Source: an optimization exercise on an open RTL-to-GDS flow (aim: small area). Production flows keep margins and buffers that such runs may drop. The RTL was checked by simulation tests, not by an equivalence proof against the original design. Power figures rest on the tool's default switching activity, not on a simulated workload.

## design/flow/design.v

```verilog
module ocp_slave_mem_ctrl #(
  parameter int DATA_WIDTH = 32,
  parameter int ADDR_WIDTH = 5,
  parameter int MEM_DEPTH  = 24,
  parameter int RD_LATENCY = 2
) (
  input  logic                  clk,
  input  logic                  reset,
  input  logic                  enable,
  input  logic [2:0]            m_cmd,
  input  logic [ADDR_WIDTH-1:0] m_addr,
  input  logic [DATA_WIDTH-1:0] m_data,
  input  logic                  m_resp_accept,
  output logic                  s_cmd_accept,
  output logic [1:0]            s_resp,
  output logic [DATA_WIDTH-1:0] s_data,
  output logic                  busy,
  output logic [7:0]            err_count,
  input  logic                  parity_inject,
  output logic                  parity_err
);
  localparam logic [2:0] CMD_IDLE = 3'b000;
  localparam logic [2:0] CMD_WR   = 3'b001;
  localparam logic [2:0] CMD_RD   = 3'b010;
  localparam logic [2:0] S_IDLE  = 3'b000;
  localparam logic [2:0] S_A_RD  = 3'b001;
  localparam logic [2:0] S_A_WR  = 3'b010;
  localparam logic [2:0] S_A_ERR = 3'b011;
  localparam logic [2:0] S_EXEC  = 3'b100;
  localparam logic [2:0] S_R_RD  = 3'b101;
  localparam logic [2:0] S_R_WR  = 3'b110;
  localparam logic [2:0] S_R_ERR = 3'b111;
  logic [2:0]            state_reg, state_next;
  logic [ADDR_WIDTH-1:0] addr_reg;
  logic [7:0]            err_cnt_reg;
  logic                  perr_reg;
  logic [DATA_WIDTH-1:0] mem     [MEM_DEPTH];
  logic                  bad_mem [MEM_DEPTH];
  logic [MEM_DEPTH-1:0]  valid_reg;
  logic                  cap, cmd_err, wr_ok;
  logic [MEM_DEPTH-1:0]  wr_hit, rd_hit, rd_sel;
  logic                  rd_bad, show_data, inc_err;
  logic [DATA_WIDTH-1:0] rd_word;
  assign cap     = enable && (state_reg == S_IDLE) && (m_cmd != CMD_IDLE);
  assign cmd_err = ({1'b0, m_addr} >= (ADDR_WIDTH+1)'(MEM_DEPTH)) ||
                   ((m_cmd != CMD_WR) && (m_cmd != CMD_RD));
  assign wr_ok   = cap && (m_cmd == CMD_WR) && !cmd_err;
  genvar gi;
  generate
    for (gi = 0; gi < MEM_DEPTH; gi++) begin : g_word
      assign wr_hit[gi] = wr_ok && (m_addr == ADDR_WIDTH'(gi));
      assign rd_hit[gi] = valid_reg[gi] && (addr_reg == ADDR_WIDTH'(gi));
      assign rd_sel[gi] = rd_hit[gi] && show_data;
      always_ff @(posedge clk) begin
        if (wr_hit[gi]) begin
          mem[gi]     <= m_data;
          bad_mem[gi] <= parity_inject;
        end
      end
      always_ff @(posedge clk or posedge reset) begin
        if (reset)           valid_reg[gi] <= 1'b0;
        else if (wr_hit[gi]) valid_reg[gi] <= 1'b1;
      end
    end
  endgenerate
  always_comb begin
    rd_bad  = 1'b0;
    rd_word = '0;
    for (int i = 0; i < MEM_DEPTH; i++) begin
      rd_bad  = rd_bad  | (rd_hit[i] & bad_mem[i]);
      rd_word = rd_word | ({DATA_WIDTH{rd_sel[i]}} & mem[i]);
    end
  end
  assign show_data    = (state_reg == S_R_RD);
  assign busy         = (state_reg != S_IDLE);
  assign s_cmd_accept = !state_reg[2] && (state_reg[1:0] != 2'b00);
  assign s_resp[0]    = state_reg[2] && (state_reg[1:0] != 2'b00);
  assign s_resp[1]    = (state_reg == S_R_ERR) || (show_data && rd_bad);
  assign s_data       = rd_word;
  assign err_count    = err_cnt_reg;
  assign parity_err   = perr_reg;
  always_comb begin
    state_next = state_reg;
    case (state_reg)
      S_IDLE:  if (m_cmd != CMD_IDLE)
                 state_next = cmd_err ? S_A_ERR : (m_cmd == CMD_WR) ? S_A_WR : S_A_RD;
      S_A_RD:  state_next = S_EXEC;
      S_A_WR:  state_next = S_R_WR;
      S_A_ERR: state_next = S_R_ERR;
      S_EXEC:  state_next = S_R_RD;
      default: if (m_resp_accept) state_next = S_IDLE;
    endcase
  end
  always_ff @(posedge clk) begin
    if (enable && (state_reg == S_IDLE)) addr_reg <= m_addr;
  end
  assign inc_err = ((state_reg == S_A_ERR) || ((state_reg == S_EXEC) && rd_bad)) &&
                   (err_cnt_reg != 8'hFF);
  always_ff @(posedge clk or posedge reset) begin
    if (reset) begin
      state_reg   <= S_IDLE;
      err_cnt_reg <= '0;
      perr_reg    <= 1'b0;
    end else if (enable) begin
      state_reg <= state_next;
      if (inc_err) err_cnt_reg <= err_cnt_reg + 8'd1;
      if ((state_reg == S_EXEC) && rd_bad) perr_reg <= 1'b1;
    end
  end
endmodule
```

## design/flow/run.sh

```bash
#!/bin/bash
# synth_recipe.tcl (not shown) runs the flow's synth.tcl, then flattens the netlist and writes it again
# the make line also repeats each setting of config.mk as NAME=value (left out here)
make -C /OpenROAD-flow-scripts/flow DESIGN_CONFIG=/design/flow/config.mk WORK_HOME=/design/flow/orfs CLKGATE_MAP_FILE= SYNTH_SCRIPT=/design/flow/synth_recipe.tcl finish
```

## design/flow/config.mk

```make
export PLATFORM = sky130hd
export DESIGN_NAME = ocp_slave_mem_ctrl
export DESIGN_NICKNAME = ocp_slave_mem_ctrl
export VERILOG_FILES = /design/flow/design.v
export SDC_FILE = /design/flow/constraint.sdc
export NUM_CORES = 4
export LEC_CHECK = 0
export CAP_MARGIN = 0
export CORE_MARGIN = 2
export CORE_UTILIZATION = 65
export CTS_BUF_LIST = sky130_fd_sc_hd__clkbuf_4
export CTS_CLUSTER_SIZE = 20
export SLEW_MARGIN = 0
```

## design/flow/constraint.sdc

```tcl
create_clock -name core_clock -period 6.5 [get_ports {clk}]
set_input_delay 1.3000 -clock core_clock [delete_from_list [all_inputs] [get_ports {clk}]]
set_output_delay 1.3000 -clock core_clock [all_outputs]
set_load 0.01 [all_outputs]
```

==> parameters.txt, run 1 <==
Parameter                              Value

Power
  Power share of the sequential group ... 57.5%
  Switching portion of total power ... 22.0%
  Total power consumption of the routed design ... 10.4 mW
  Peak supply drop ... 0.209 mV
  Cell Int Power ... 8.12 mW
  Pwr/cell area ... 297 nW/um2
  Share of power burned in combinational logic ... 3.7%
  Switching power summed over all nets ... 2.29 mW
  Clock share of power ... 38.8%
  Lkg Pwr ... 11.4 nW

Floorplan
  Die outline height ... 221 um
  X dimension of the die ... 221 um
  Number of placed I/O pins ... 90
  Starting density of the core ... 65.7%
  Floorplan die area ... 48800 um2
  Area of the placeable core ... 46600 um2
  FP Rows ... 79

Global route
  Pin count of the biggest net entering global routing ... 37
  All-layer global routing usage ... 38.3%
  Global-route wire length before repair ... 131000 um
  Number of antenna violations at the first check in global routing ... 4
  GRT overflow ... 0
  Via count of the first global-routing pass ... 18832

Synthesis
  Synthesis-stage register bit count ... 833
  Share of the synthesized area in the top cell type ... 78.2%
  Prevailing post-synth register cell ... sky130_fd_sc_hd__edfxtp_1
  Most instantiated cells after synthesis ... 797 x sky130_fd_sc_hd__edfxtp_1, 168 x sky130_fd_sc_hd__a22oi_1, 68 x sky130_fd_sc_hd__clkbuf_1, 65 x sky130_fd_sc_hd__a222oi_1, 59 x sky130_fd_sc_hd__nor2_1
  Net count after synthesis ... 1733
  Top cells by area, synth ... sky130_fd_sc_hd__edfxtp_1 78%, sky130_fd_sc_hd__a22oi_1 4.1%, sky130_fd_sc_hd__dfrtp_1 2.9%, sky130_fd_sc_hd__a222oi_1 2.1%, sky130_fd_sc_hd__a221oi_1 1.4%
  Number of cells produced by synthesis ... 1687
  Netlist Area Pre-Place ... 30600 um2
  Dominant cell type by area after synthesis ... sky130_fd_sc_hd__edfxtp_1
  Count of different cell masters after synthesis ... 71
  Number of synthesized flops with an enable pin ... 797
  Share of async-settable or async-resettable flops after synthesis ... 4.32%
  Mean instance size in the synthesized netlist ... 18.1 um2
  Dominant cell by count in the synthesized netlist ... sky130_fd_sc_hd__edfxtp_1
  Share of synthesized area occupied by flip-flops and latches ... 81.2%
  Number of warning messages in the yosys log ... 3

Routing
  DRC viols ... 0
  Via count ... 19229
  Average detailed-routed wire length per instance ... 34.2 um
  Drt pass-1 iters ... 6
  Wire length after detailed routing ... 92100 um
  Via density per instance ... 7.15
  Iteration-0 DRC Markers ... 2990
  Final ANT Viol Nets ... 0

Critical path
  Start point of the critical path ... addr_reg[0]$_DFFE_PP_
  Startpoint type of the worst setup path ... flip-flop
  Type of the setup path with the least slack ... reg -> out
  Required arrival time at the worst endpoint ... 5.20 ns
  Minimum setup slack among reg-to-reg paths ... 2.72 ns
  Data arrival, critical path ... 5.05 ns
  Worst Setup End Kind ... primary output
  Critical-path maximum fanout ... 26
  Source of the worst register-to-register timing path ... state_reg[0]$_DFFE_PP0P_

STA
  Total Neg Setup Slack ... 0 ns
  Setup violators final ... 0
  Endpoints failing hold ... 0
  Final period demand of the worst path ... 6.35 ns
  Worst hold margin ... 0.464 ns
  F_max ... 158 MHz
  Final Cycle Share ... 97.6%
  Clock skew after layout ... 0.0568 ns
  RSZ-0062 raised after global routing ... false
  Max-slew headroom ... 16.2%
  Actual slew at the worst max-slew pin ... 1.25 ns
  Least setup slack across all paths after layout ... 0.154 ns
  Number of max-slew violations in the final report ... 0

CTS
  Number of CTS-inserted buffers ... 195
  # hold bufs at CTS ... 0
  Number of buffers between clock root and the deepest sink ... 3
  Total number of H-tree levels ... 4
  Clk Latency, worst-skew pair ... 1.05 ns
  CTS tree ... yes
  Clock tree root buffer cell ... sky130_fd_sc_hd__clkbuf_4
  Clock Sink Count ... 833
  Clock slew seen by the registers of the worst setup and hold paths ... 0.06 ns

Placement
  Placed cells ... 2355
  Placed cell areas ... 32700 um2
  Final weighted congestion in routability-driven placement ... 0.828
  Detailed-placement wirelength estimate ... 51100 um
  Count of port buffers added during placement ... 89
  Worst setup timing slack at the placement stage ... 1.16 ns

Finish
  Post-layout instance area ... 35100 um2
  Total number of nets in the final design ... 1992
  Growth of design area from synthesis to finish ... 14.6%
  Final core utilization ... 75.4%
  Share of final-layout standard cells stronger than drive strength 1 ... 21.9%
  Final instance count without filler cells ... 2691
  Flip-flop count of the largest register, all copies and words added ... 768

Status
  Outcome ... timing/DRC/antenna clean

Min path
  Hold path start ... valid_reg[14]$_DFFE_PP0P_
  Worst hold path type ... reg -> reg

Run
  Max-Cap Viols ... 0
-- worst paths after layout --
path                                                   to  depth (start not counted)
worst max-delay path                           s_data[23]                          8
worst min-delay path            valid_reg[14]$_DFFE_PP0P_                          1
worst max register to register        mem[6][1]$_DFFE_PP_                          6
worst min register to register  valid_reg[14]$_DFFE_PP0P_                          1
max in group asynchronous       valid_reg[18]$_DFFE_PP0P_                          3
min in group asynchronous        valid_reg[4]$_DFFE_PP0P_                          3
-- cells in the final DEF (no fill, tap or decap), types with 4 or more instances in the layout --
cell / synthesis / final
sky130_fd_sc_hd__a222oi_1: 65 / 65
sky130_fd_sc_hd__clkdlybuf4s50_1: 0 / 89
sky130_fd_sc_hd__nor2_4: 0 / 24
sky130_fd_sc_hd__clkbuf_4: 0 / 293
sky130_fd_sc_hd__nand4_1: 31 / 31
sky130_fd_sc_hd__and4_1: 4 / 4
sky130_fd_sc_hd__xor2_1: 7 / 7
sky130_fd_sc_hd__a21oi_1: 37 / 37
sky130_fd_sc_hd__inv_1: 7 / 7
sky130_fd_sc_hd__nor2b_1: 6 / 6
sky130_fd_sc_hd__clkinv_1: 0 / 28
sky130_fd_sc_hd__nor3_2: 1 / 8
sky130_fd_sc_hd__a22oi_1: 168 / 168
sky130_fd_sc_hd__and3_1: 16 / 13
sky130_fd_sc_hd__inv_2: 0 / 6
sky130_fd_sc_hd__buf_12: 0 / 6
sky130_fd_sc_hd__a31oi_1: 15 / 15
sky130_fd_sc_hd__and2_1: 5 / 4
sky130_fd_sc_hd__or3_1: 17 / 17
sky130_fd_sc_hd__buf_4: 0 / 63
sky130_fd_sc_hd__nand3b_1: 6 / 6
sky130_fd_sc_hd__a22o_1: 46 / 46
sky130_fd_sc_hd__nand2b_1: 10 / 10
sky130_fd_sc_hd__o22ai_1: 5 / 5
sky130_fd_sc_hd__edfxtp_1: 797 / 797
sky130_fd_sc_hd__a32o_1: 4 / 4
sky130_fd_sc_hd__a211oi_1: 5 / 5
sky130_fd_sc_hd__nand2_1: 44 / 44
sky130_fd_sc_hd__or2_2: 25 / 25
sky130_fd_sc_hd__a221oi_1: 49 / 49
sky130_fd_sc_hd__nor2_1: 59 / 34
sky130_fd_sc_hd__dfrtp_1: 36 / 36
sky130_fd_sc_hd__o21ai_0: 18 / 18
sky130_fd_sc_hd__a32oi_1: 8 / 8
sky130_fd_sc_hd__nand3_1: 39 / 39
-- layer usage --
layer	GRT usage [%]	share of wire, %	wire, um
met4	19.5	4.8	4430
met2	58.3	47	42900
met1	52.6	35	32400
met5	0	0.033	30
met3	9.18	13	12400
-- kinds of logic after synthesis --
logic type | share of synthesized area, %
flip-flops | 81.2
AO/OA/AOI/OAI | 11.6
AND/OR/NAND/NOR | 5.46
buffers and inverters | 1.47
XOR/XNOR | 0.229
multiplexers | 0.0491
adder cells (fa/ha/maj) | 0.0409
-- power groups by stage --
stage	Combinational (mW)	Clock, mW	Sequential, mW
finish	0.386	4.04	5.98
global route	0.404	4.35	5.98
CTS	0.379	4.08	5.98
detailed placement	0.373	0	6.10
global placement	0.366	0	6.09
floorplan	0.181	0	6.05
-- critical path: stages (launching register included) --
cell and delay [ns]:
sky130_fd_sc_hd__edfxtp_1 0.65, sky130_fd_sc_hd__buf_4 0.36, sky130_fd_sc_hd__and3b_1 0.81, sky130_fd_sc_hd__and3_2 1.00, sky130_fd_sc_hd__a22o_1 0.28, sky130_fd_sc_hd__a221oi_1 0.07, sky130_fd_sc_hd__o2111ai_1 0.10, sky130_fd_sc_hd__nand3b_1 0.17
sky130_fd_sc_hd__clkdlybuf4s50_1 0.56
-- area by class of cell --
cell class              count  area [um2]
repair buffers            159        1500
clock buffers             293        2200
flip-flops and latches    833       24800
well taps                 607         759
fillers                  2853       11500
diodes                      3        7.51
multi-input cells         750        5570
inverters                   7        26.3
clock inverters            39         185
-- timing repair --
action | CTS | global route
resized for setup | 1 | 0
setup buffers | 1 | 0
endpoints found under the hold margin | 0 | 0
endpoints found under the setup margin | 3 | 0
==> inputs of run 2 (changes only) <==
--- a/design/flow/config.mk
+++ b/design/flow/config.mk
@@ -8,6 +8,7 @@
 export CAP_MARGIN = 0
 export CORE_MARGIN = 2
 export CORE_UTILIZATION = 65
-export CTS_BUF_LIST = sky130_fd_sc_hd__clkbuf_4
-export CTS_CLUSTER_SIZE = 20
+export CTS_BUF_LIST = sky130_fd_sc_hd__clkbuf_8
+export CTS_CLUSTER_DIAMETER = 50
+export CTS_CLUSTER_SIZE = 18
 export SLEW_MARGIN = 0
==> run 2 against run 1 <==
  * Via count is 5.9% lower
  * Clock power is 31% lower
  * Register-to-register slack better by 0.05 ns
  * Total power is 12% lower
  * Highest routed layer is now met4
==> parameters.txt, run 2 <==
Parameter                              Value

CTS
  Post-CTS repair timing setup buffer count ... 0 (-1)
  Total number of H-tree levels ... 2 (-2)
  Clk Latency, worst-skew pair ... 0.74 ns (-0.31 ns)
  Clock slew seen by the registers of the worst setup and hold paths ... 0.10 ns (+0.04 ns)
  Number of CTS-inserted buffers ... 60 (-69%)
  # hold bufs at CTS ... 0 (unchanged)
  Resized cells post-CTS ... 0 (-1)
  CTS tree ... yes
  Clock Sink Count ... 833 (unchanged)
  Clock tree root buffer cell ... sky130_fd_sc_hd__clkbuf_8
  Number of buffers between clock root and the deepest sink ... 3 (unchanged)

Critical path
  Total number of cells along the worst setup path ... 9 (+1)
  CP Cell Sequence ... nand4bb_1 > nor3b_4 > and2_1 > buf_12 > o2bb2ai_1 > a221oi_1 > o2111ai_1 > nand3b_1 > clkdlybuf4s50_1
  Cell class contributing the biggest share of worst-path delay ... simple AND/OR/NAND/NOR gates
  Type of the setup path with the least slack ... reg -> out
  Critical-path top delay cell ... sky130_fd_sc_hd__edfxtp_1
  Critical-path maximum fanout ... 28 (+7.7%)
  Start point of the critical path ... addr_reg[1]$_DFFE_PP_
  Required arrival time at the worst endpoint ... 5.20 ns (about the same)
  Worst setup endpoint ... s_data[9]
  Data arrival, critical path ... 4.90 ns (-0.15 ns)
  Longest individual stage delay on the worst path ... 1.10 ns (+0.10 ns)
  Startpoint type of the worst setup path ... flip-flop
  Reg-to-Reg End ... mem[12][20]$_DFFE_PP_
  Source of the worst register-to-register timing path ... state_reg[0]$_DFFE_PP0P_
  Buf/Inv on CP ... 2 (unchanged)
  Minimum setup slack among reg-to-reg paths ... 2.77 ns (+0.05 ns)
  Depth of the most critical reg-to-reg path ... 6 (unchanged)
  Worst Setup End Kind ... primary output

STA
  Final period demand of the worst path ... 6.20 ns (-0.150 ns)
  RSZ-0062 raised after global routing ... false
  Clock skew after layout ... 0.0187 ns (-0.0381 ns)
  Actual slew at the worst max-slew pin ... 1.24 ns (-0.00972 ns)
  F_max ... 161 MHz (+2.4%)
  Setup violators final ... 0 (unchanged)
  Number of max-slew violations in the final report ... 0 (unchanged)
  Final Cycle Share ... 95.3% (-2.3 points)
  Worst hold margin ... 0.471 ns (+0.00715 ns)
  Endpoints failing hold ... 0 (unchanged)
  Max-slew headroom ... 16.8% (+0.65 points)
  Total Neg Setup Slack ... 0 ns (unchanged)

Routing
  Wire length after detailed routing ... 90300 um (-2.0%)
  Average detailed-routed wire length per instance ... 36.8 um (+7.4%)
  Final ANT Viol Nets ... 0 (unchanged)
  Via count ... 18104 (-5.9%)
  Drt pass-1 iters ... 8 (+2)
  DRC viols ... 0 (unchanged)
  Via density per instance ... 7.38 (+3.2%)
  Iteration-0 DRC Markers ... 3056 (+2.2%)

Power
  Lkg Pwr ... 10.6 nW (-7.1%)
  Pwr/cell area ... 270 nW/um2 (-9.1%)
  Peak supply drop ... 0.237 mV (+13%)

Global route
  Number of antenna violations at the first check in global routing ... 4 (unchanged)
  Pin count of the biggest net entering global routing ... 37 (unchanged)
  Global-route wire length before repair ... 128000 um (-2.2%)
  Via count of the first global-routing pass ... 17654 (-6.3%)
  GRT overflow ... 0 (unchanged)
  All-layer global routing usage ... 37.2% (-1.1 points)

Synthesis
  Share of async-settable or async-resettable flops after synthesis ... 4.32% (unchanged)
  Number of warning messages in the yosys log ... 3 (unchanged)
  Netlist Area Pre-Place ... 30600 um2 (unchanged)
  Share of synthesized area occupied by flip-flops and latches ... 81.2% (unchanged)
  Most instantiated cells after synthesis ... 797 x sky130_fd_sc_hd__edfxtp_1, 168 x sky130_fd_sc_hd__a22oi_1, 68 x sky130_fd_sc_hd__clkbuf_1, 65 x sky130_fd_sc_hd__a222oi_1, 59 x sky130_fd_sc_hd__nor2_1
  Number of synthesized flops with an enable pin ... 797 (unchanged)
  Number of cells produced by synthesis ... 1687 (unchanged)
  Dominant cell by count in the synthesized netlist ... sky130_fd_sc_hd__edfxtp_1
  Dominant cell type by area after synthesis ... sky130_fd_sc_hd__edfxtp_1
  Mean instance size in the synthesized netlist ... 18.1 um2 (unchanged)
  Net count after synthesis ... 1733 (unchanged)
  Synthesis-stage register bit count ... 833 (unchanged)
  Prevailing post-synth register cell ... sky130_fd_sc_hd__edfxtp_1
  Top cells by area, synth ... sky130_fd_sc_hd__edfxtp_1 78%, sky130_fd_sc_hd__a22oi_1 4.1%, sky130_fd_sc_hd__dfrtp_1 2.9%, sky130_fd_sc_hd__a222oi_1 2.1%, sky130_fd_sc_hd__a221oi_1 1.4%
  Count of different cell masters after synthesis ... 71 (unchanged)
  Share of the synthesized area in the top cell type ... 78.2% (unchanged)

Floorplan
  Number of placed I/O pins ... 90 (unchanged)
  X dimension of the die ... 221 um (unchanged)
  Area of the placeable core ... 46600 um2 (unchanged)
  Floorplan die area ... 48800 um2 (unchanged)
  Starting density of the core ... 65.7% (unchanged)
  FP Rows ... 79 (unchanged)
  Die outline height ... 221 um (unchanged)

Finish
  Fillers ... 2884 (+1.1%)
  Most common cell after layout, fill and taps aside ... sky130_fd_sc_hd__edfxtp_1
  Growth of design area from synthesis to finish ... 10.7%
  Most frequent cells in the layout ... 797 x sky130_fd_sc_hd__edfxtp_1, 168 x sky130_fd_sc_hd__a22oi_1, 89 x sky130_fd_sc_hd__clkdlybuf4s50_1, 65 x sky130_fd_sc_hd__a222oi_1, 63 x sky130_fd_sc_hd__buf_4
  Total number of nets in the final design ... 1856 (-6.8%)
  Flip-flop count of the largest register, all copies and words added ... 768 (unchanged)
  Share of final-layout standard cells stronger than drive strength 1 ... 12.9% (-9.0 points)

Placement
  Count of port buffers added during placement ... 89 (unchanged)
  Final weighted congestion in routability-driven placement ... 0.828 (unchanged)
  Detailed-placement wirelength estimate ... 51100 um (unchanged)

Run
  Max-Cap Viols ... 0 (unchanged)

Min path
  Worst hold path type ... reg -> reg

Status
  Outcome ... timing/DRC/antenna clean
==> run 2: changes by cell type in the layout (fill, tap and decap cells not counted), moves of 5 or more <==
cell	change
sky130_fd_sc_hd__inv_6	+5
sky130_fd_sc_hd__inv_2	-6
sky130_fd_sc_hd__clkbuf_8	+62
sky130_fd_sc_hd__clkinv_4	+6
sky130_fd_sc_hd__clkbuf_4	-293
sky130_fd_sc_hd__clkinv_1	-26
sky130_fd_sc_hd__inv_1	+7
==> run 2: layout make-up <==
cell class / count / area, um2 / share of cell area, %
inverter: 7 / 26.3 / 0.0776
multi-input combinational: 750 / 5570 / 16.5
timing repair buffer: 158 / 1480 / 4.38
antenna: 2 / 5.00 / 0.0148
clock inverter: 35 / 335 / 0.990
sequential: 833 / 24800 / 73.3
tap: 607 / 759 / 2.24
clock buffer: 62 / 853 / 2.52
==> run 2: worst min-delay path by stage <==
stage | startpoint | end | slack, ns | depth (start not counted)
after detailed placement | valid_reg[14]$_DFFE_PP0P_ | valid_reg[14]$_DFFE_PP0P_ | 0.45 | 1
after CTS | valid_reg[20]$_DFFE_PP0P_ | valid_reg[20]$_DFFE_PP0P_ | 0.47 | 1
after global routing | valid_reg[15]$_DFFE_PP0P_ | valid_reg[15]$_DFFE_PP0P_ | 0.49 | 1
after floorplan | valid_reg[17]$_DFFE_PP0P_ | valid_reg[17]$_DFFE_PP0P_ | 0.43 | 1
final | valid_reg[14]$_DFFE_PP0P_ | valid_reg[14]$_DFFE_PP0P_ | 0.47 | 1
after global placement | valid_reg[2]$_DFFE_PP0P_ | valid_reg[2]$_DFFE_PP0P_ | 0.44 | 1
==> run 2: power by group <==
group | internal [mW] | switching, mW
clock | 1.08 | 1.70
combinational | 0.128 | 0.250
sequential | 5.91 | 0.0711
==> run 2: per-layer routing <==
metal | GRT usage (%) | part of all wire [%] | wire length [um] | vias up
met5 | 0 | 0 | 0 | -
met2 | 58.1 | 47 | 42300 | 1366
met1 | 53.1 | 36 | 32400 | 9207
met4 | 15.6 | 4.5 | 4060 | 0
li1 | - | - | - | 7295
met3 | 6.36 | 13 | 11400 | 236
==> run 2: kinds of logic after synthesis <==
logic type | synth area share, %
compound gates | 11.6
buf+inv | 1.47
simple gates | 5.46
mux | 0.0491
flops | 81.2
fa+ha+maj | 0.0409
xor+xnor | 0.229
==> run 2: stage by stage <==
| step | instance area, um2 | power (mW) | setup WS, ns | instances | utilization, % |
|---|---|---|---|---|---|
| floorplan | 30600 | 6.23 | 1.45 | 1687 | - |
| global route | 33900 | 9.36 | 0.149 | 2453 | 72.7 |
| detailed placement | 32700 | 6.47 | 1.16 | 2355 | 70.2 |
| CTS | 33900 | 9.13 | 0.313 | 2452 | 72.7 |
| finish | 33900 | 9.13 | 0.304 | 2454 | 72.8 |
| global placement | 32700 | 6.46 | 1.13 | 2355 | 70.2 |
==> inputs of run 3 (changes only) <==
==> design/flow/config.mk (replaced) <==
export PLATFORM = sky130hd
export DESIGN_NAME = ocp_slave_mem_ctrl
export DESIGN_NICKNAME = ocp_slave_mem_ctrl
export VERILOG_FILES = /design/flow/design.v
export SDC_FILE = /design/flow/constraint.sdc
export NUM_CORES = 4
export LEC_CHECK = 0
export CAP_MARGIN = 20
export CORE_MARGIN = 2
export CORE_UTILIZATION = 45
export SLEW_MARGIN = 20
==> run 3 against run 2 <==
  * Clock skew grew 0.0031 ns
  * Synthesized cell count is the same
  * Global-route usage shrank 9.8 points
  * Highest routed layer unchanged
  * Sequential share of layout area shrank 4.2 points
  * Sequential cell count is the same
  * Maximum frequency grew 7.2%
  * Design area grew 6.1%
  * Die area grew 44%
  * Sequential power is essentially flat
  * Clock-buffer cell count grew 40
  * Wire length grew 6.4%
  * Utilization shrank 19 points
==> parameters.txt, run 3 <==
Parameter                              Value

Routing
  Average detailed-routed wire length per instance ... 34.3 um (-6.6%)
  Drt pass-1 iters ... 6 (-2)
  Iteration-0 DRC Markers ... 3030 (-0.85%)
  DRC viols ... 0 (unchanged)
  Wire length after detailed routing ... 96100 um (+6.4%)
  Via count ... 18350 (+1.4%)
  Final ANT Viol Nets ... 0 (unchanged)
  Via density per instance ... 6.56 (-11%)

Synthesis
  Mean instance size in the synthesized netlist ... 18.1 um2 (unchanged)
  Top cells by area, synth ... sky130_fd_sc_hd__edfxtp_1 78%, sky130_fd_sc_hd__a22oi_1 4.1%, sky130_fd_sc_hd__dfrtp_1 2.9%, sky130_fd_sc_hd__a222oi_1 2.1%, sky130_fd_sc_hd__a221oi_1 1.4%
  Dominant cell type by area after synthesis ... sky130_fd_sc_hd__edfxtp_1
  Share of synthesized area occupied by flip-flops and latches ... 81.2% (unchanged)
  Net count after synthesis ... 1733 (unchanged)
  Most instantiated cells after synthesis ... 797 x sky130_fd_sc_hd__edfxtp_1, 168 x sky130_fd_sc_hd__a22oi_1, 68 x sky130_fd_sc_hd__clkbuf_1, 65 x sky130_fd_sc_hd__a222oi_1, 59 x sky130_fd_sc_hd__nor2_1
  Prevailing post-synth register cell ... sky130_fd_sc_hd__edfxtp_1
  Synthesis-stage register bit count ... 833 (unchanged)
  Netlist Area Pre-Place ... 30600 um2 (unchanged)
  Share of the synthesized area in the top cell type ... 78.2% (unchanged)
  Number of warning messages in the yosys log ... 3 (unchanged)
  Number of synthesized flops with an enable pin ... 797 (unchanged)
  Share of async-settable or async-resettable flops after synthesis ... 4.32% (unchanged)
  Number of cells produced by synthesis ... 1687 (unchanged)
  Dominant cell by count in the synthesized netlist ... sky130_fd_sc_hd__edfxtp_1
  Count of different cell masters after synthesis ... 71 (unchanged)

CTS
  Resized cells post-CTS ... 0 (unchanged)
  Number of buffers between clock root and the deepest sink ... 3 (unchanged)
  Clock Sink Count ... 833 (unchanged)
  Post-CTS repair timing setup buffer count ... 0 (unchanged)
  # hold bufs at CTS ... 0 (unchanged)
  CTS tree ... yes
  Total number of H-tree levels ... 3 (+1)
  Clock tree root buffer cell ... sky130_fd_sc_hd__clkbuf_16
  Number of CTS-inserted buffers ... 83 (+38%)
  Clk Latency, worst-skew pair ... 0.63 ns (-0.11 ns)
  Clock slew seen by the registers of the worst setup and hold paths ... 0.06 ns (-0.04 ns)

Critical path
  Required arrival time at the worst endpoint ... 5.20 ns (about the same)
  Startpoint type of the worst setup path ... flip-flop
  Critical-path maximum fanout ... 13 (-54%)
  Type of the setup path with the least slack ... reg -> out
  Worst Setup End Kind ... primary output
  Data arrival, critical path ... 4.48 ns (-0.42 ns)

Placement
  Final weighted congestion in routability-driven placement ... 0.820 (-0.98%)
  Detailed-placement wirelength estimate ... 55600 um (+8.8%)
  Worst setup timing slack at the placement stage ... 1.50 ns (+0.339 ns)
  Count of port buffers added during placement ... 89 (unchanged)

Floorplan
  X dimension of the die ... 265 um (+20%)
  Floorplan die area ... 70100 um2 (+44%)
  Number of placed I/O pins ... 90 (unchanged)
  FP Rows ... 95 (+20%)
  Die outline height ... 265 um (+20%)
  Starting density of the core ... 45.5% (-20 points)
  Area of the placeable core ... 67300 um2 (+45%)

Finish
  Growth of design area from synthesis to finish ... 17.4%
  Count of inserted antenna diode cells ... 0 (-2)
  Most frequent cells in the layout ... 797 x sky130_fd_sc_hd__edfxtp_1, 168 x sky130_fd_sc_hd__a22oi_1, 89 x sky130_fd_sc_hd__clkdlybuf4s50_1, 87 x sky130_fd_sc_hd__clkbuf_16, 84 x sky130_fd_sc_hd__buf_4
  Share of final-layout standard cells stronger than drive strength 1 ... 15.1% (+2.2 points)
  Fillers ... 5240 (+82%)
  Most common cell after layout, fill and taps aside ... sky130_fd_sc_hd__edfxtp_1
  Total number of nets in the final design ... 1901 (+2.4%)
  Flip-flop count of the largest register, all copies and words added ... 768 (unchanged)

Global route
  All-layer global routing usage ... 27.5% (-9.8 points)
  GRT overflow ... 0 (unchanged)
  Global-route wire length before repair ... 135000 um (+5.4%)
  Number of antenna violations at the first check in global routing ... 1 (-3)
  Via count of the first global-routing pass ... 17746 (+0.52%)
  Pin count of the biggest net entering global routing ... 37 (unchanged)

Status
  Outcome ... timing/DRC/antenna clean

Power
  Lkg Pwr ... 11.4 nW (+7.8%)
  Peak supply drop ... 0.191 mV (-19%)
  Pwr/cell area ... 311 nW/um2 (+15%)

STA
  Final Cycle Share ... 88.9% (-6.4 points)
  Clock skew after layout ... 0.0218 ns (+0.00306 ns)
  Endpoints failing hold ... 0 (unchanged)
  Final period demand of the worst path ... 5.78 ns (-0.414 ns)
  Actual slew at the worst max-slew pin ... 1.16 ns (-0.0876 ns)
  RSZ-0062 raised after global routing ... false
  Least setup slack across all paths after layout ... 0.718 ns (+0.414 ns)
  Number of max-slew violations in the final report ... 0 (unchanged)
  Worst hold margin ... 0.471 ns (-0.000807 ns)
  Setup violators final ... 0 (unchanged)
  F_max ... 173 MHz (+7.2%)
  Max-slew headroom ... 22.4% (+5.6 points)
  Total Neg Setup Slack ... 0 ns (unchanged)

Min path
  Worst hold path type ... reg -> reg

Run
  Max-Cap Viols ... 0 (unchanged)
run 3: layout make-up:
type / count / area, um2 / area share, %
sequential: 833 / 24800 / 69.1
multi-input combinational: 750 / 5590 / 15.6
clock buffer: 102 / 2230 / 6.22
timing repair buffer: 180 / 1660 / 4.63
tap: 873 / 1090 / 3.04
clock inverter: 52 / 490 / 1.37
inverter: 7 / 26.3 / 0.0731
run 3: routing by layer:
layer | global-route usage (%) | share of wire, %
met1 | 38.1 | 38
met2 | 43.8 | 47
met3 | 5.82 | 11
met4 | 8.58 | 2.9
met5 | 0 | 0
run 3: cells by family (layout without fill, tap and decap cells):
group	Yosys count	after routing	share of synthesized area, %
adders and majority gates	1	1	0.0409
AOI/OAI and AO/OA	440	440	11.6
xor gates and xnor gates	8	8	0.229
muxes	1	1	0.0491
DFF	833	833	81.2
buffers and inverters	104	341	1.47
and+or+nand+nor	300	300	5.46
run 3: power by group:
part	switching [mW]	internal, mW
clock	2.03	2.77
sequential	0.0657	5.91
combinational	0.258	0.128
run 3: final timing paths:
path	startpoint	endpoint	slack, ns	cells past startpoint
setup reg to reg	state_reg[0]$_DFFE_PP0P_	mem[15][13]$_DFFE_PP_	2.69	6
max in group asynchronous	reset	valid_reg[11]$_DFFE_PP0P_	5.03	3
min in group asynchronous	reset	valid_reg[23]$_DFFE_PP0P_	1.11	3
setup / recovery	state_reg[2]$_DFFE_PP0P_	s_data[0]	0.72	8
hold / removal	valid_reg[3]$_DFFE_PP0P_	valid_reg[3]$_DFFE_PP0P_	0.47	1
hold reg to reg	valid_reg[3]$_DFFE_PP0P_	valid_reg[3]$_DFFE_PP0P_	0.47	1
run 3: worst max-delay path: stages, from the launching register on:
cell	delay [ns]
sky130_fd_sc_hd__dfrtp_1	0.61
sky130_fd_sc_hd__and3_1	0.90
sky130_fd_sc_hd__and2_1	0.80
sky130_fd_sc_hd__buf_4	0.42
sky130_fd_sc_hd__a22oi_1	0.15
sky130_fd_sc_hd__nand4_1	0.18
sky130_fd_sc_hd__nor2_1	0.07
sky130_fd_sc_hd__nand4_1	0.14
sky130_fd_sc_hd__clkdlybuf4s50_1	0.56
run 3: stage by stage:
| step | power (mW) | cells | cell area, um2 | util, % |
|---|---|---|---|---|
| 6_report | 11.2 | 2797 | 35900 | 53.4 |
| 3_5_place_dp | 6.47 | 2643 | 33200 | 49.4 |
| 5_1_grt | 11.4 | 2797 | 35900 | 53.4 |
| 4_1_cts | 11.2 | 2797 | 35900 | 53.4 |
| 3_3_place_gp | 6.46 | 2641 | 33200 | 49.3 |
| 2_1_floorplan | 6.23 | 1687 | 30600 | - |
==> inputs of run 4 (changes only) <==
--- a/design/flow/design.v
+++ b/design/flow/design.v
@@ -34,8 +34,8 @@
   logic [ADDR_WIDTH-1:0] addr_reg;
   logic [7:0]            err_cnt_reg;
   logic                  perr_reg;
-  logic [DATA_WIDTH-1:0] mem     [MEM_DEPTH];
-  logic                  bad_mem [MEM_DEPTH];
+  logic [MEM_DEPTH-1:0][DATA_WIDTH-1:0] mem;
+  logic [MEM_DEPTH-1:0]  bad_mem;
   logic [MEM_DEPTH-1:0]  valid_reg;
   logic                  cap, cmd_err, wr_ok;
   logic [MEM_DEPTH-1:0]  wr_hit, rd_hit, rd_sel;
@@ -51,12 +51,13 @@
       assign wr_hit[gi] = wr_ok && (m_addr == ADDR_WIDTH'(gi));
       assign rd_hit[gi] = valid_reg[gi] && (addr_reg == ADDR_WIDTH'(gi));
       assign rd_sel[gi] = rd_hit[gi] && show_data;
-      always_ff @(posedge clk) begin
-        if (wr_hit[gi]) begin
-          mem[gi]     <= m_data;
-          bad_mem[gi] <= parity_inject;
-        end
-      end
+      ocp_mem_word #(.W(DATA_WIDTH+1)) u_word (
+        .clk  (clk),
+        .keep (!wr_hit[gi]),
+        .load (wr_hit[gi]),
+        .d    ({parity_inject, m_data}),
+        .q    ({bad_mem[gi], mem[gi]})
+      );
       always_ff @(posedge clk or posedge reset) begin
         if (reset)           valid_reg[gi] <= 1'b0;
         else if (wr_hit[gi]) valid_reg[gi] <= 1'b1;
@@ -108,3 +109,16 @@
     end
   end
 endmodule
+module ocp_mem_word #(
+  parameter int W = 33
+) (
+  input  logic         clk,
+  input  logic         keep,
+  input  logic         load,
+  input  logic [W-1:0] d,
+  output logic [W-1:0] q
+);
+  always_ff @(posedge clk) begin
+    q <= (q & {W{keep}}) | (d & {W{load}});
+  end
+endmodule
==> design/flow/config.mk (replaced) <==
export PLATFORM = sky130hd
export DESIGN_NAME = ocp_slave_mem_ctrl
export DESIGN_NICKNAME = ocp_slave_mem_ctrl
export VERILOG_FILES = /design/flow/design.v
export SDC_FILE = /design/flow/constraint.sdc
export NUM_CORES = 4
export LEC_CHECK = 0
export CAP_MARGIN = 0
export CORE_MARGIN = 2
export CORE_UTILIZATION = 80
export CTS_BUF_LIST = sky130_fd_sc_hd__clkbuf_8
export CTS_CLUSTER_DIAMETER = 50
export CTS_CLUSTER_SIZE = 18
export SLEW_MARGIN = 0
export SYNTH_HIERARCHICAL = 1
export SYNTH_MINIMUM_KEEP_SIZE = 0
==> run 4 against run 3 <==
  * The layout now fails its checks (negative setup slack)
  * Setup slack lost 0.79 ns
  * Via count grew 48%
  * Synthesized cell count grew 57%
  * Clock power shrank 43%
  * Highest routed layer is now met5
==> parameters.txt, run 4 <==
Parameter                              Value

Status
  Outcome ... failed layout checks
  Layout checks that failed ..... negative setup slack

Routing
  Drt pass-1 iters ... 9 (+3)
  Average detailed-routed wire length per instance ... 37.4 um (+8.8%)
  Wire length after detailed routing ... 118000 um (+23%)
  DRC viols ... 0 (unchanged)
  Final ANT Viol Nets ... 0 (unchanged)
  Via density per instance ... 8.61 (+31%)
  Iteration-0 DRC Markers ... 4836 (+60%)
  Via count ... 27249 (+48%)

CTS
  Resized cells post-CTS ... 0 (unchanged)
  Clock tree root buffer cell ... sky130_fd_sc_hd__clkbuf_8
  Total number of H-tree levels ... 2 (-1)
  Clock Sink Count ... 833 (unchanged)
  Number of buffers between clock root and the deepest sink ... 3 (unchanged)
  CTS tree ... yes
  # hold bufs at CTS ... 0 (unchanged)
  Clk Latency, worst-skew pair ... 0.74 ns (+0.11 ns)
  Clock slew seen by the registers of the worst setup and hold paths ... 0.10 ns (+0.04 ns)
  Number of CTS-inserted buffers ... 56 (-33%)
  Post-CTS repair timing setup buffer count ... 0 (unchanged)

Finish
  Fillers ... 2162 (-59%)
  Flip-flop count of the largest register, all copies and words added ... 792 (+3.1%)
  Final core utilization ... 84.4% (+31 points)
  Final instance count without filler cells ... 3163 (+13%)
  Post-layout instance area ... 32800 um2 (-8.8%)
  Share of final-layout standard cells stronger than drive strength 1 ... 8.44% (-6.7 points)
  Growth of design area from synthesis to finish ... 3.57%
  Most common cell after layout, fill and taps aside ... sky130_fd_sc_hd__a22o_1
  Total number of nets in the final design ... 2666 (+40%)
  Most frequent cells in the layout ... 895 x sky130_fd_sc_hd__a22o_1, 792 x sky130_fd_sc_hd__dfxtp_1, 112 x sky130_fd_sc_hd__a221oi_1, 100 x sky130_fd_sc_hd__a22oi_1

STA
  Total Neg Setup Slack ... -0.0738 ns (-0.0738 ns)
  RSZ-0062 raised after global routing ... false
  F_max ... 152 MHz (-12%)
  Worst hold margin ... 0.480 ns (+0.00957 ns)
  Final Cycle Share ... 101% (+12 points)
  Number of max-slew violations in the final report ... 0 (unchanged)
  Actual slew at the worst max-slew pin ... 1.34 ns (+0.182 ns)
  Setup violators final ... 1 (+1)
  Least setup slack across all paths after layout ... -0.0738 ns (-0.792 ns)
  Clock skew after layout ... 0.0221 ns (+0.000305 ns)
  Endpoints failing hold ... 0 (unchanged)
  Max-slew headroom ... 10.4% (-12 points)
  Final period demand of the worst path ... 6.57 ns (+0.792 ns)

Synthesis
  Number of cells produced by synthesis ... 2652 (+57%)
  Number of warning messages in the yosys log ... 8 (+5)
  Number of synthesized flops with an enable pin ... 5 (-99%)
  Count of different cell masters after synthesis ... 63 (-11%)
  Share of async-settable or async-resettable flops after synthesis ... 4.32% (unchanged)
  Dominant cell type by area after synthesis ... sky130_fd_sc_hd__dfxtp_1
  Top cells by area, synth ... sky130_fd_sc_hd__dfxtp_1 50%, sky130_fd_sc_hd__a22o_1 25%, sky130_fd_sc_hd__buf_6 6.9%, sky130_fd_sc_hd__a221oi_1 3.1%, sky130_fd_sc_hd__dfrtp_1 2.8%
  Most instantiated cells after synthesis ... 895 x sky130_fd_sc_hd__a22o_1, 792 x sky130_fd_sc_hd__dfxtp_1, 193 x sky130_fd_sc_hd__buf_6, 112 x sky130_fd_sc_hd__a221oi_1, 100 x sky130_fd_sc_hd__a22oi_1
  Synthesis-stage register bit count ... 833 (unchanged)
  Share of the synthesized area in the top cell type ... 50.1% (-28 points)
  Dominant cell by count in the synthesized netlist ... sky130_fd_sc_hd__a22o_1
  Mean instance size in the synthesized netlist ... 11.9 um2 (-34%)
  Netlist Area Pre-Place ... 31600 um2 (+3.4%)
  Prevailing post-synth register cell ... sky130_fd_sc_hd__dfxtp_1
  Net count after synthesis ... 2698 (+56%)
  Share of synthesized area occupied by flip-flops and latches ... 53.4% (-28 points)

Floorplan
  Starting density of the core ... 81.5% (+36 points)
  Die outline height ... 203 um (-23%)
  Area of the placeable core ... 38800 um2 (-42%)
  Floorplan die area ... 41100 um2 (-41%)
  FP Rows ... 72 (-24%)
  X dimension of the die ... 203 um (-23%)
  Number of placed I/O pins ... 90 (unchanged)

Placement
  Placed cells ... 3080 (+17%)
  Detailed-placement wirelength estimate ... 67500 um (+21%)
  Count of port buffers added during placement ... 89 (unchanged)
  Worst setup timing slack at the placement stage ... 1.07 ns (-0.429 ns)
  Placed cell areas ... 31700 um2 (-4.6%)
  Final weighted congestion in routability-driven placement ... 0.991 (+21%)

Global route
  GRT overflow ... 0 (unchanged)
  Pin count of the biggest net entering global routing ... 37 (unchanged)
  All-layer global routing usage ... 56.2% (+29 points)
  Number of antenna violations at the first check in global routing ... 2 (+1)
  Global-route wire length before repair ... 171000 um (+26%)
  Via count of the first global-routing pass ... 26478 (+49%)

Critical path
  Buf/Inv on CP ... 2 (unchanged)
  Depth of the most critical reg-to-reg path ... 10 (+4)
  Startpoint type of the worst setup path ... flip-flop
  Total number of cells along the worst setup path ... 8 (unchanged)
  Required arrival time at the worst endpoint ... 5.20 ns (about the same)
  Longest individual stage delay on the worst path ... 0.97 ns (+0.07 ns)
  Cell class contributing the biggest share of worst-path delay ... simple AND/OR/NAND/NOR gates
  Critical-path maximum fanout ... 16 (+3)
  Critical-path top delay cell ... sky130_fd_sc_hd__and3b_1
  CP Cell Sequence ... and3b_1 > nand3_1 > nor2b_2 > buf_4 > a221oi_1 > and3_1 > nand4_1 > clkdlybuf4s50_1
  Data arrival, critical path ... 5.27 ns (+0.79 ns)
  Worst Setup End Kind ... primary output
  Type of the setup path with the least slack ... reg -> out

Power
  Peak supply drop ... 0.337 mV (+76%)
  Lkg Pwr ... 12.6 nW (+10%)
  Total power consumption of the routed design ... 8.62 mW (-23%)
  Pwr/cell area ... 263 nW/um2 (-15%)

Run
  Max-Cap Viols ... 0 (unchanged)

Min path
  Cells on Worst Hold Path ... 1 (unchanged)
  Worst hold path type ... reg -> reg
==> run 4: area by class of cell <==
type	instances	area, um2	area share (%)
Inverter	29	109	0.332
Timing Repair Buffer	187	1740	5.31
Tap cell	518	648	1.98
Clock inverter	20	240	0.733
Antenna cell	2	5.00	0.0153
Sequential cell	833	16900	51.6
Multi-Input combinational cell	1513	12300	37.5
Clock buffer	61	840	2.56
==> run 4: cell families after synthesis <==
family,share of synthesized area [%]
xor gates and xnor gates,0.222
DFF,53.4
muxes,0.0356
AOI/OAI and AO/OA,32.6
and+or+nand+nor,5.34
buffers and inverters,8.32
adders and majority gates,0.0395
==> run 4: path summary, 6_finish.rpt <==
check	slack, ns	endpoint	start
max in group asynchronous	5.17	valid_reg[18]$_DFFE_PP0P_	reset
worst max register to register	2.64	g_word[17].u_word.q[10]$_DFF_P_	state_reg[2]$_DFFE_PP0P_
worst max-delay path	-0.07	s_data[18]	state_reg[0]$_DFFE_PP0P_
worst min register to register	0.48	perr_reg$_DFFE_PP0P_	perr_reg$_DFFE_PP0P_
worst min-delay path	0.48	perr_reg$_DFFE_PP0P_	perr_reg$_DFFE_PP0P_
min in group asynchronous	0.97	valid_reg[4]$_DFFE_PP0P_	reset
==> run 4: routing by layer <==
layer / track usage [%] / vias up / wire length (um)
met3: 25.9 / 908 / 22800
met2: 77.1 / 2987 / 46100
li1: - / 10453 / -
met4: 38.9 / 2 / 10700
met1: 69.9 / 12899 / 38500
met5: 0.952 / - / 37
==> run 4: where the power goes <==
group	total [mW]	internal, mW	switching [mW]
clock	2.76	1.07	1.69
combinational	0.474	0.211	0.262
sequential	5.39	5.26	0.136
==> inputs of run 5 (changes only) <==
--- a/design/flow/config.mk
+++ b/design/flow/config.mk
@@ -7,7 +7,7 @@
 export LEC_CHECK = 0
 export CAP_MARGIN = 0
 export CORE_MARGIN = 2
-export CORE_UTILIZATION = 80
+export CORE_UTILIZATION = 65
 export CTS_BUF_LIST = sky130_fd_sc_hd__clkbuf_8
 export CTS_CLUSTER_DIAMETER = 50
 export CTS_CLUSTER_SIZE = 18
==> run 5 against run 4 <==
  * The run now finishes clean
  * Utilization down 15 points
  * Critical path depth increased by 1
  * Design area grew 1.2%
  * Clock skew grew 0.0086 ns
  * Highest routed layer unchanged
  * Global-route usage decreased by 9.7 points
==> parameters.txt, run 5 <==
Parameter                              Value

Synthesis
  Top cells by area, synth ... sky130_fd_sc_hd__dfxtp_1 50%, sky130_fd_sc_hd__a22o_1 25%, sky130_fd_sc_hd__buf_6 6.9%, sky130_fd_sc_hd__a221oi_1 3.1%, sky130_fd_sc_hd__dfrtp_1 2.8%
  Share of async-settable or async-resettable flops after synthesis ... 4.32% (unchanged)
  Dominant cell by count in the synthesized netlist ... sky130_fd_sc_hd__a22o_1
  Count of different cell masters after synthesis ... 63 (unchanged)
  Number of cells produced by synthesis ... 2652 (unchanged)
  Prevailing post-synth register cell ... sky130_fd_sc_hd__dfxtp_1
  Share of synthesized area occupied by flip-flops and latches ... 53.4% (unchanged)
  Number of warning messages in the yosys log ... 8 (unchanged)
  Share of the synthesized area in the top cell type ... 50.1% (unchanged)
  Net count after synthesis ... 2698 (unchanged)
  Number of synthesized flops with an enable pin ... 5 (unchanged)
  Netlist Area Pre-Place ... 31600 um2 (unchanged)
  Dominant cell type by area after synthesis ... sky130_fd_sc_hd__dfxtp_1
  Most instantiated cells after synthesis ... 895 x sky130_fd_sc_hd__a22o_1, 792 x sky130_fd_sc_hd__dfxtp_1, 193 x sky130_fd_sc_hd__buf_6, 112 x sky130_fd_sc_hd__a221oi_1, 100 x sky130_fd_sc_hd__a22oi_1
  Synthesis-stage register bit count ... 833 (unchanged)
  Mean instance size in the synthesized netlist ... 11.9 um2 (unchanged)

CTS
  Clk Latency, worst-skew pair ... 0.73 ns (about the same)
  CTS tree ... yes
  Total number of H-tree levels ... 2 (unchanged)
  # hold bufs at CTS ... 0 (unchanged)
  Clock slew seen by the registers of the worst setup and hold paths ... 0.10 ns (about the same)
  Clock tree root buffer cell ... sky130_fd_sc_hd__clkbuf_8
  Resized cells post-CTS ... 0 (unchanged)
  Number of buffers between clock root and the deepest sink ... 3 (unchanged)
  Number of CTS-inserted buffers ... 60 (+7.1%)
  Clock Sink Count ... 833 (unchanged)
  Post-CTS repair timing setup buffer count ... 0 (unchanged)

STA
  Clock skew after layout ... 0.0307 ns (+0.00861 ns)
  Total Neg Setup Slack ... 0 ns (+0.0738 ns)
  Max-slew headroom ... 6.21% (-4.2 points)
  RSZ-0062 raised after global routing ... false
  Number of max-slew violations in the final report ... 0 (unchanged)
  F_max ... 157 MHz (+2.9%)
  Actual slew at the worst max-slew pin ... 1.40 ns (+0.0629 ns)
  Final Cycle Share ... 98.2% (-2.9 points)
  Endpoints failing hold ... 0 (unchanged)
  Final period demand of the worst path ... 6.39 ns (-0.188 ns)
  Setup violators final ... 0 (-1)

Routing
  Final ANT Viol Nets ... 0 (unchanged)
  Wire length after detailed routing ... 120000 um (+1.3%)
  DRC viols ... 0 (unchanged)
  Iteration-0 DRC Markers ... 4431 (-8.4%)
  Via density per instance ... 8.03 (-6.8%)
  Via count ... 26310 (-3.4%)
  Drt pass-1 iters ... 6 (-3)
  Average detailed-routed wire length per instance ... 36.5 um (-2.2%)

Critical path
  Critical-path top delay cell ... sky130_fd_sc_hd__nand3_1
  Worst Setup End Kind ... primary output
  Required arrival time at the worst endpoint ... 5.20 ns (about the same)
  Critical-path maximum fanout ... 25 (+9)
  Startpoint type of the worst setup path ... flip-flop
  Longest individual stage delay on the worst path ... 0.75 ns (-0.22 ns)
  CP Cell Sequence ... and3b_1 > nand3_1 > nor2_4 > buf_4 > a22o_1 > a221oi_1 > and3_1 > nand4_1 > clkdlybuf4s50_1
  Data arrival, critical path ... 5.09 ns (-0.18 ns)
  Buf/Inv on CP ... 2 (unchanged)
  Cell class contributing the biggest share of worst-path delay ... simple AND/OR/NAND/NOR gates
  Type of the setup path with the least slack ... reg -> out

Run
  Max-Cap Viols ... 0 (unchanged)

Finish
  Fillers ... 3604 (+67%)
  Share of final-layout standard cells stronger than drive strength 1 ... 9.25% (+0.81 points)
  Growth of design area from synthesis to finish ... 4.83%
  Flip-flop count of the largest register, all copies and words added ... 792 (unchanged)
  Most common cell after layout, fill and taps aside ... sky130_fd_sc_hd__a22o_1
  Total number of nets in the final design ... 2668 (+0.075%)
  Most frequent cells in the layout ... 895 x sky130_fd_sc_hd__a22o_1, 792 x sky130_fd_sc_hd__dfxtp_1, 112 x sky130_fd_sc_hd__a221oi_1, 100 x sky130_fd_sc_hd__a22oi_1, 89 x sky130_fd_sc_hd__clkdlybuf4s50_1
  Final instance count without filler cells ... 3276 (+3.6%)

Placement
  Detailed-placement wirelength estimate ... 67900 um (+0.71%)
  Count of port buffers added during placement ... 89 (unchanged)
  Final weighted congestion in routability-driven placement ... 0.931 (-6.1%)
  Placed cells ... 3175 (+3.1%)

Floorplan
  X dimension of the die ... 225 um (+11%)
  Area of the placeable core ... 47800 um2 (+23%)
  Floorplan die area ... 50400 um2 (+23%)
  Starting density of the core ... 66.1% (-15 points)
  Die outline height ... 225 um (+11%)
  FP Rows ... 80 (+11%)
  Number of placed I/O pins ... 90 (unchanged)

Power
  Peak supply drop ... 0.241 mV (-28%)
  Lkg Pwr ... 12.7 nW (+0.71%)
  Pwr/cell area ... 265 nW/um2 (+0.56%)

Status
  Outcome ... timing/DRC/antenna clean

Min path
  Worst hold path type ... reg -> reg

Global route
  Number of antenna violations at the first check in global routing ... 4 (+2)
  Global-route wire length before repair ... 172000 um (+0.61%)
  Pin count of the biggest net entering global routing ... 37 (unchanged)
  GRT overflow ... 0 (unchanged)
  Via count of the first global-routing pass ... 25468 (-3.8%)
  All-layer global routing usage ... 46.5% (-9.7 points)
[run 5: cell counts after synthesis]
No cell type changed its count.
[run 5: layout make-up]
type,count,area (um2),share of cell area (%)
antenna,2,5.00,0.0151
clock inverter,31,309,0.932
multi-input combinational,1513,12300,37.1
tap,615,769,2.32
timing repair buffer,185,1810,5.46
clock buffer,68,936,2.82
inverter,29,109,0.328
sequential,833,16900,51.0
[run 5: where the power goes]
group	total [mW]	internal (mW)	switching (mW)
clock network	2.91	1.15	1.77
registers	5.39	5.25	0.137
logic	0.472	0.213	0.259
total	8.78	6.62	2.16
[run 5: logic make-up (layout without fill, tap and decap cells)]
family / count (synthesis) / after routing / synth area share, %
AND/OR/NAND/NOR: 307 / 307 / 5.34
flip-flops: 833 / 833 / 53.4
AO/OA/AOI/OAI: 1196 / 1196 / 32.6
buffers and inverters: 306 / 313 / 8.32
XOR/XNOR: 8 / 8 / 0.222
adder cells (fa/ha/maj): 1 / 1 / 0.0395
other: 0 / 2 / 0
multiplexers: 1 / 1 / 0.0356
[run 5: final timing paths]
check                                         startpoint                             end  slack (ns)  cells past startpoint
worst min register to register  valid_reg[1]$_DFFE_PP0P_        valid_reg[1]$_DFFE_PP0P_        0.49                      1
min in group asynchronous                          reset      err_cnt_reg[6]$_DFFE_PP0P_        1.01                      3
worst max register to register  state_reg[2]$_DFFE_PP0P_  g_word[0].u_word.q[19]$_DFF_P_        2.53                     10
worst max-delay path            state_reg[0]$_DFFE_PP0P_                       s_data[4]        0.11                      9
worst min-delay path            valid_reg[1]$_DFFE_PP0P_        valid_reg[1]$_DFFE_PP0P_        0.49                      1
max in group asynchronous                          reset       valid_reg[23]$_DFFE_PP0P_        5.10                      3
[run 5: metal layers]
layer  global-route usage, %  part of all wire [%]
met1                    61.5                    37
met2                    66.1                    41
met3                    16.4                    16
met4                    26.2                   6.5
met5                       0                 0.019
[run 5: metrics by stage]
stage	power, mW	cell area [um2]	utilization, %	hold WS, ns	setup slack (ns)
final	8.78	33200	69.3	0.487	0.114
after global placement	5.94	31900	66.7	0.450	1.25
after floorplan	5.71	31600	-	0.425	2.94
after detailed placement	5.96	31900	66.7	0.458	1.18
after global routing	8.99	33200	69.3	0.506	0.191
after CTS	8.74	33200	69.3	0.481	0.386
[run 5: worst reg2reg max path: stages, from the launching register on]
cell and delay [ns]:
sky130_fd_sc_hd__dfrtp_1 0.52, sky130_fd_sc_hd__nor4b_1 0.34, sky130_fd_sc_hd__buf_4 0.20, sky130_fd_sc_hd__nand4_1 0.15, sky130_fd_sc_hd__or2_2 0.33, sky130_fd_sc_hd__nor3_1 0.51, sky130_fd_sc_hd__nand2_2 0.11, sky130_fd_sc_hd__buf_4 0.36
sky130_fd_sc_hd__inv_1 0.63, sky130_fd_sc_hd__buf_4 0.53, sky130_fd_sc_hd__a22o_1 0.20
==> inputs of run 6 (changes only) <==
==> design/flow/flow/run.sh (new file) <==
#!/bin/bash
# Own layout flow: the standard ORFS flow (standard.sh, unchanged synthesis,
# floorplan, power grid and taps), with two layout settings changed:
#  - clock tree: clkbuf_8 sink buffers on small clusters and no dummy loads;
#  - port buffers: buffer_ports with the smallest buffer (repair_design still
#    resizes or adds buffers where slew or capacitance needs it).
# The full make output goes to standard.log in the work folder; ORFS's own
# per-step logs stay under orfs/logs/.
set -euo pipefail
cd "$(dirname "$0")/.."
bash standard.sh finish \
  "CTS_ARGS=-sink_clustering_enable -repair_clock_nets -buf_list sky130_fd_sc_hd__clkbuf_8 -sink_clustering_size 18 -sink_clustering_max_diameter 50 -dont_use_dummy_load" \
  "BUFFER_PORTS_ARGS=-buffer_cell sky130_fd_sc_hd__buf_1" \
  > standard.log 2>&1
==> design/flow/standard.sh (new file) <==
#!/bin/bash
# synth_recipe.tcl (not shown) runs the flow's synth.tcl, then flattens the netlist and writes it again
# the make line also repeats each setting of config.mk as NAME=value (left out here)
make -C /OpenROAD-flow-scripts/flow DESIGN_CONFIG=/design/flow/config.mk WORK_HOME=/design/flow/orfs CLKGATE_MAP_FILE= SYNTH_SCRIPT=/design/flow/synth_recipe.tcl "${@:-finish}"
removed: design/flow/run.sh
==> run 6 against run 5 <==
  * Sequential cell count unchanged
  * Combinational power fell by 5.9%
  * Sequential power is essentially flat
  * Clock-buffer cell count down 7
  * Critical path type unchanged
  * Critical path depth is the same
  * Final cell count down 0.64%
  * Die area unchanged
  * Global-route usage up 1.1 points
  * Now fails the layout checks on max-capacitance violations
  * Largest cell class unchanged
  * Wire length rose by 2.2%
==> parameters.txt, run 6 <==
Parameter                              Value

Status
  Outcome ... failed layout checks
  Layout checks that failed ..... max-capacitance violations

Finish
  Fillers ... 3732 (+3.6%)
  Growth of design area from synthesis to finish ... 1.79%
  Most common cell after layout, fill and taps aside ... sky130_fd_sc_hd__a22o_1
  Most frequent cells in the layout ... 895 x sky130_fd_sc_hd__a22o_1, 792 x sky130_fd_sc_hd__dfxtp_1, 112 x sky130_fd_sc_hd__a221oi_1, 105 x sky130_fd_sc_hd__buf_4, 100 x sky130_fd_sc_hd__a22oi_1
  Total number of nets in the final design ... 2685 (+0.64%)
  Post-layout instance area ... 32200 um2 (-2.9%)
  Share of final-layout standard cells stronger than drive strength 1 ... 8.68% (-0.57 points)
  Flip-flop count of the largest register, all copies and words added ... 792 (unchanged)

Routing
  Iteration-0 DRC Markers ... 4481 (+1.1%)
  Drt pass-1 iters ... 8 (+2)
  Final ANT Viol Nets ... 0 (unchanged)
  Via density per instance ... 8.05 (+0.23%)
  Wire length after detailed routing ... 122000 um (+2.2%)
  DRC viols ... 0 (unchanged)
  Via count ... 26202 (-0.41%)
  Average detailed-routed wire length per instance ... 37.6 um (+2.9%)

Synthesis
  Dominant cell type by area after synthesis ... sky130_fd_sc_hd__dfxtp_1
  Synthesis-stage register bit count ... 833 (unchanged)
  Share of async-settable or async-resettable flops after synthesis ... 4.32% (unchanged)
  Area fraction in compound gates after synthesis ... 32.6% (unchanged)
  Most instantiated cells after synthesis ... 895 x sky130_fd_sc_hd__a22o_1, 792 x sky130_fd_sc_hd__dfxtp_1, 193 x sky130_fd_sc_hd__buf_6, 112 x sky130_fd_sc_hd__a221oi_1, 100 x sky130_fd_sc_hd__a22oi_1
  Post-Synth XOR/XNOR Area ... 0.222% (unchanged)
  Number of synthesized flops with an enable pin ... 5 (unchanged)
  Top cells by area, synth ... sky130_fd_sc_hd__dfxtp_1 50%, sky130_fd_sc_hd__a22o_1 25%, sky130_fd_sc_hd__buf_6 6.9%, sky130_fd_sc_hd__a221oi_1 3.1%, sky130_fd_sc_hd__dfrtp_1 2.8%
  Synthesized-area fraction occupied by and/or/nand/nor cells ... 5.34% (unchanged)
  Main combinational cell family by area after synthesis ... compound AO/OA/AOI/OAI gates
  Share of synthesized area occupied by flip-flops and latches ... 53.4% (unchanged)
  Mux cell area share after synthesis ... 0.0356% (unchanged)
  Prevailing post-synth register cell ... sky130_fd_sc_hd__dfxtp_1
  Adder-cell area share of the yosys netlist ... 0.0396% (unchanged)
  Number of warning messages in the yosys log ... 8 (unchanged)
  Net count after synthesis ... 2698 (unchanged)
  Number of cells produced by synthesis ... 2652 (unchanged)
  Count of different cell masters after synthesis ... 63 (unchanged)
  Mean instance size in the synthesized netlist ... 11.9 um2 (unchanged)
  Netlist Area Pre-Place ... 31600 um2 (unchanged)
  Dominant cell by count in the synthesized netlist ... sky130_fd_sc_hd__a22o_1
  Share of the synthesized area in the top cell type ... 50.1% (unchanged)

Global route
  Global-route wire length before repair ... 174000 um (+1.2%)
  Via count of the first global-routing pass ... 24961 (-2.0%)
  Pin count of the biggest net entering global routing ... 37 (unchanged)
  Number of antenna violations at the first check in global routing ... 5 (+1)
  GRT overflow ... 0 (unchanged)
  All-layer global routing usage ... 47.6% (+1.1 points)

Critical path
  Worst Setup End Kind ... primary output
  Startpoint type of the worst setup path ... flip-flop
  Critical-path top delay cell ... sky130_fd_sc_hd__nor2b_4
  Cell repeated most along the worst path ... sky130_fd_sc_hd__nand3_1
  Longest individual stage delay on the worst path ... 1.20 ns (+0.45 ns)
  CP Cell Sequence ... and3b_1 > nand3_1 > nor2b_4 > buf_4 > a22oi_1 > nand3_1 > a2111oi_0 > nand4_1 > buf_1
  Data arrival, critical path ... 4.92 ns (-0.17 ns)
  Required arrival time at the worst endpoint ... 5.20 ns (about the same)
  Buf/Inv on CP ... 2 (unchanged)
  Type of the setup path with the least slack ... reg -> out
  Cell class contributing the biggest share of worst-path delay ... simple AND/OR/NAND/NOR gates
  Critical-path maximum fanout ... 23 (-8.0%)

Power
  Peak supply drop ... 0.193 mV (-20%)
  Switching power summed over all nets ... 2.00 mW (-7.4%)
  Power share of the sequential group ... 65.1% (+3.7 points)
  Switching portion of total power ... 24.2% (-0.42 points)
  Pwr/cell area ... 257 nW/um2 (-2.9%)
  Clock share of power ... 29.6% (-3.6 points)
  Share of power burned in combinational logic ... 5.4% (about the same)
  Cell Int Power ... 6.27 mW (-5.2%)
  Lkg Pwr ... 12.3 nW (-3.2%)

CTS
  Clock Sink Count ... 833 (unchanged)
  Clock tree root buffer cell ... sky130_fd_sc_hd__clkbuf_8
  Clock slew seen by the registers of the worst setup and hold paths ... 0.09 ns (about the same)
  Total number of H-tree levels ... 2 (unchanged)
  Number of buffers between clock root and the deepest sink ... 3 (unchanged)
  Post-CTS repair timing setup buffer count ... 0 (unchanged)
  # hold bufs at CTS ... 0 (unchanged)
  CTS tree ... yes
  Resized cells post-CTS ... 0 (unchanged)
  Clk Latency, worst-skew pair ... 0.75 ns (+0.02 ns)
  Number of CTS-inserted buffers ... 61 (+1.7%)

STA
  Final Cycle Share ... 95.7% (-2.6 points)
  Actual slew at the worst max-slew pin ... 1.49 ns (+0.0826 ns)
  Final period demand of the worst path ... 6.22 ns (-0.168 ns)
  F_max ... 161 MHz (+2.7%)
  Endpoints failing hold ... 0 (unchanged)
  Clock skew after layout ... 0.0805 ns (+0.0498 ns)
  Max-slew headroom ... 0.880% (-5.3 points)
  RSZ-0062 raised after global routing ... false
  Number of max-slew violations in the final report ... 0 (unchanged)
  Total Neg Setup Slack ... 0 ns (unchanged)
  Setup violators final ... 0 (unchanged)

Floorplan
  Floorplan die area ... 50400 um2 (unchanged)
  Die outline height ... 225 um (unchanged)
  Number of placed I/O pins ... 90 (unchanged)
  X dimension of the die ... 225 um (unchanged)
  Area of the placeable core ... 47800 um2 (unchanged)
  Starting density of the core ... 66.1% (unchanged)
  FP Rows ... 80 (unchanged)

Run
  Max-Cap Viols ... 1 (+1)

Placement
  Placed cell areas ... 31300 um2 (-1.8%)
  Count of port buffers added during placement ... 89 (unchanged)
  Detailed-placement wirelength estimate ... 69500 um (+2.3%)
  Final weighted congestion in routability-driven placement ... 0.915 (-1.6%)

Min path
  Worst hold path type ... reg -> reg
run 6: kinds of logic (layout without fill, tap and decap cells):
group / count (synthesis) / after routing
AND/OR/NAND/NOR: 307 / 307
multiplexers: 1 / 1
other: 0 / 3
flip-flops: 833 / 833
buffers and inverters: 306 / 291
adder cells (fa/ha/maj): 1 / 1
XOR/XNOR: 8 / 8
AO/OA/AOI/OAI: 1196 / 1196
run 6: path summary, 6_finish.rpt:
check                                            endpoint  slack, ns  depth (start not counted)                     start
hold reg to reg                  valid_reg[1]$_DFFE_PP0P_       0.48                          1  valid_reg[1]$_DFFE_PP0P_
max in group asynchronous        valid_reg[9]$_DFFE_PP0P_       5.37                          3                     reset
setup reg to reg           g_word[18].u_word.q[7]$_DFF_P_       2.35                         10  state_reg[2]$_DFFE_PP0P_
hold / removal                   valid_reg[1]$_DFFE_PP0P_       0.48                          1  valid_reg[1]$_DFFE_PP0P_
setup / recovery                                s_data[6]       0.28                          9  state_reg[0]$_DFFE_PP0P_
min in group asynchronous       valid_reg[22]$_DFFE_PP0P_       0.69                          3                     reset
run 6: cell type report:
| class | count | area (um2) | area share (%) |
|---|---|---|---|
| Sequential cell | 833 | 16900 | 52.5 |
| Multi-Input combinational cell | 1513 | 12300 | 38.2 |
| Timing Repair Buffer | 201 | 1260 | 3.91 |
| Clock buffer | 61 | 840 | 2.61 |
| Tap cell | 615 | 769 | 2.39 |
| Inverter | 29 | 109 | 0.338 |
| Antenna cell | 3 | 7.51 | 0.0233 |
run 6: per-layer routing:
metal	global-route usage, %	vias to the layer above	wire (um)
met3	18.0	505	20400
met5	0	-	21
met4	25.1	4	7660
li1	-	10461	-
met1	63.5	12857	45000
met2	66.7	2375	49200
run 6: power groups by stage:
stage / Combinational [mW] / Sequential, mW / Clock, mW
3_3_place_gp: 0.415 / 5.48 / 0
4_1_cts: 0.428 / 5.38 / 2.43
6_report: 0.444 / 5.38 / 2.45
5_1_grt: 0.467 / 5.40 / 2.61
2_1_floorplan: 0.269 / 5.44 / 0
3_5_place_dp: 0.427 / 5.49 / 0
run 6: metrics by stage:
| step | hold slack (ns) | utilization, % | setup slack, ns | power (mW) | instances |
|---|---|---|---|---|---|
| finish | 0.476 | 67.3 | 0.283 | 8.27 | 3255 |
| global placement | 0.452 | 65.5 | 1.31 | 5.90 | 3190 |
| floorplan | 0.425 | - | 2.94 | 5.71 | 2652 |
| CTS | 0.472 | 67.2 | 0.582 | 8.23 | 3251 |
| global route | 0.491 | 67.3 | 0.255 | 8.48 | 3253 |
| detailed placement | 0.454 | 65.5 | 1.32 | 5.92 | 3190 |

[port drivers added, routing unchanged]
The flow's constraints put no driver on any port. The routed layouts listed below were extracted and timed again, unchanged, in two steps. Step 1, drivers: a clkbuf_16 drives clk and a buf_2 each remaining input, both assumed. Step 2 times the ports against the registers' clock, not the clock port: input delays grow and output delays shrink by t, the midpoint of the rising clock arrivals with the driver on. a / b / c = ideal ports / drivers / drivers and shift; a / b = the first two.
| run | t, ns | setup slack, ns | worst setup path at the end | latest minus earliest clock arrival (ns) | worst slew at a driven data input, ns |
|---|---|---|---|---|---|
| run 1 | 1.075 | 0.154 / 0.101 / 1.176 | register to output | 0.065 / 0.066 | 0.09 |
| run 2 | 0.785 | 0.304 / 0.242 / 1.027 | register to output | 0.035 / 0.034 | 0.09 |
| run 3 | 0.690 | 0.718 / 0.654 / 1.344 | register to output | 0.027 / 0.027 | 0.06 |
| run 4 | 0.790 | -0.074 / -0.133 / 0.657 | register to output | 0.033 / 0.034 | 0.12 |
| run 5 | 0.776 | 0.114 / 0.058 / 0.834 | register to output | 0.047 / 0.046 | 0.15 |
| run 6 | 0.764 | 0.283 / 0.224 / 0.989 | register to output | 0.093 / 0.093 | 0.15 |
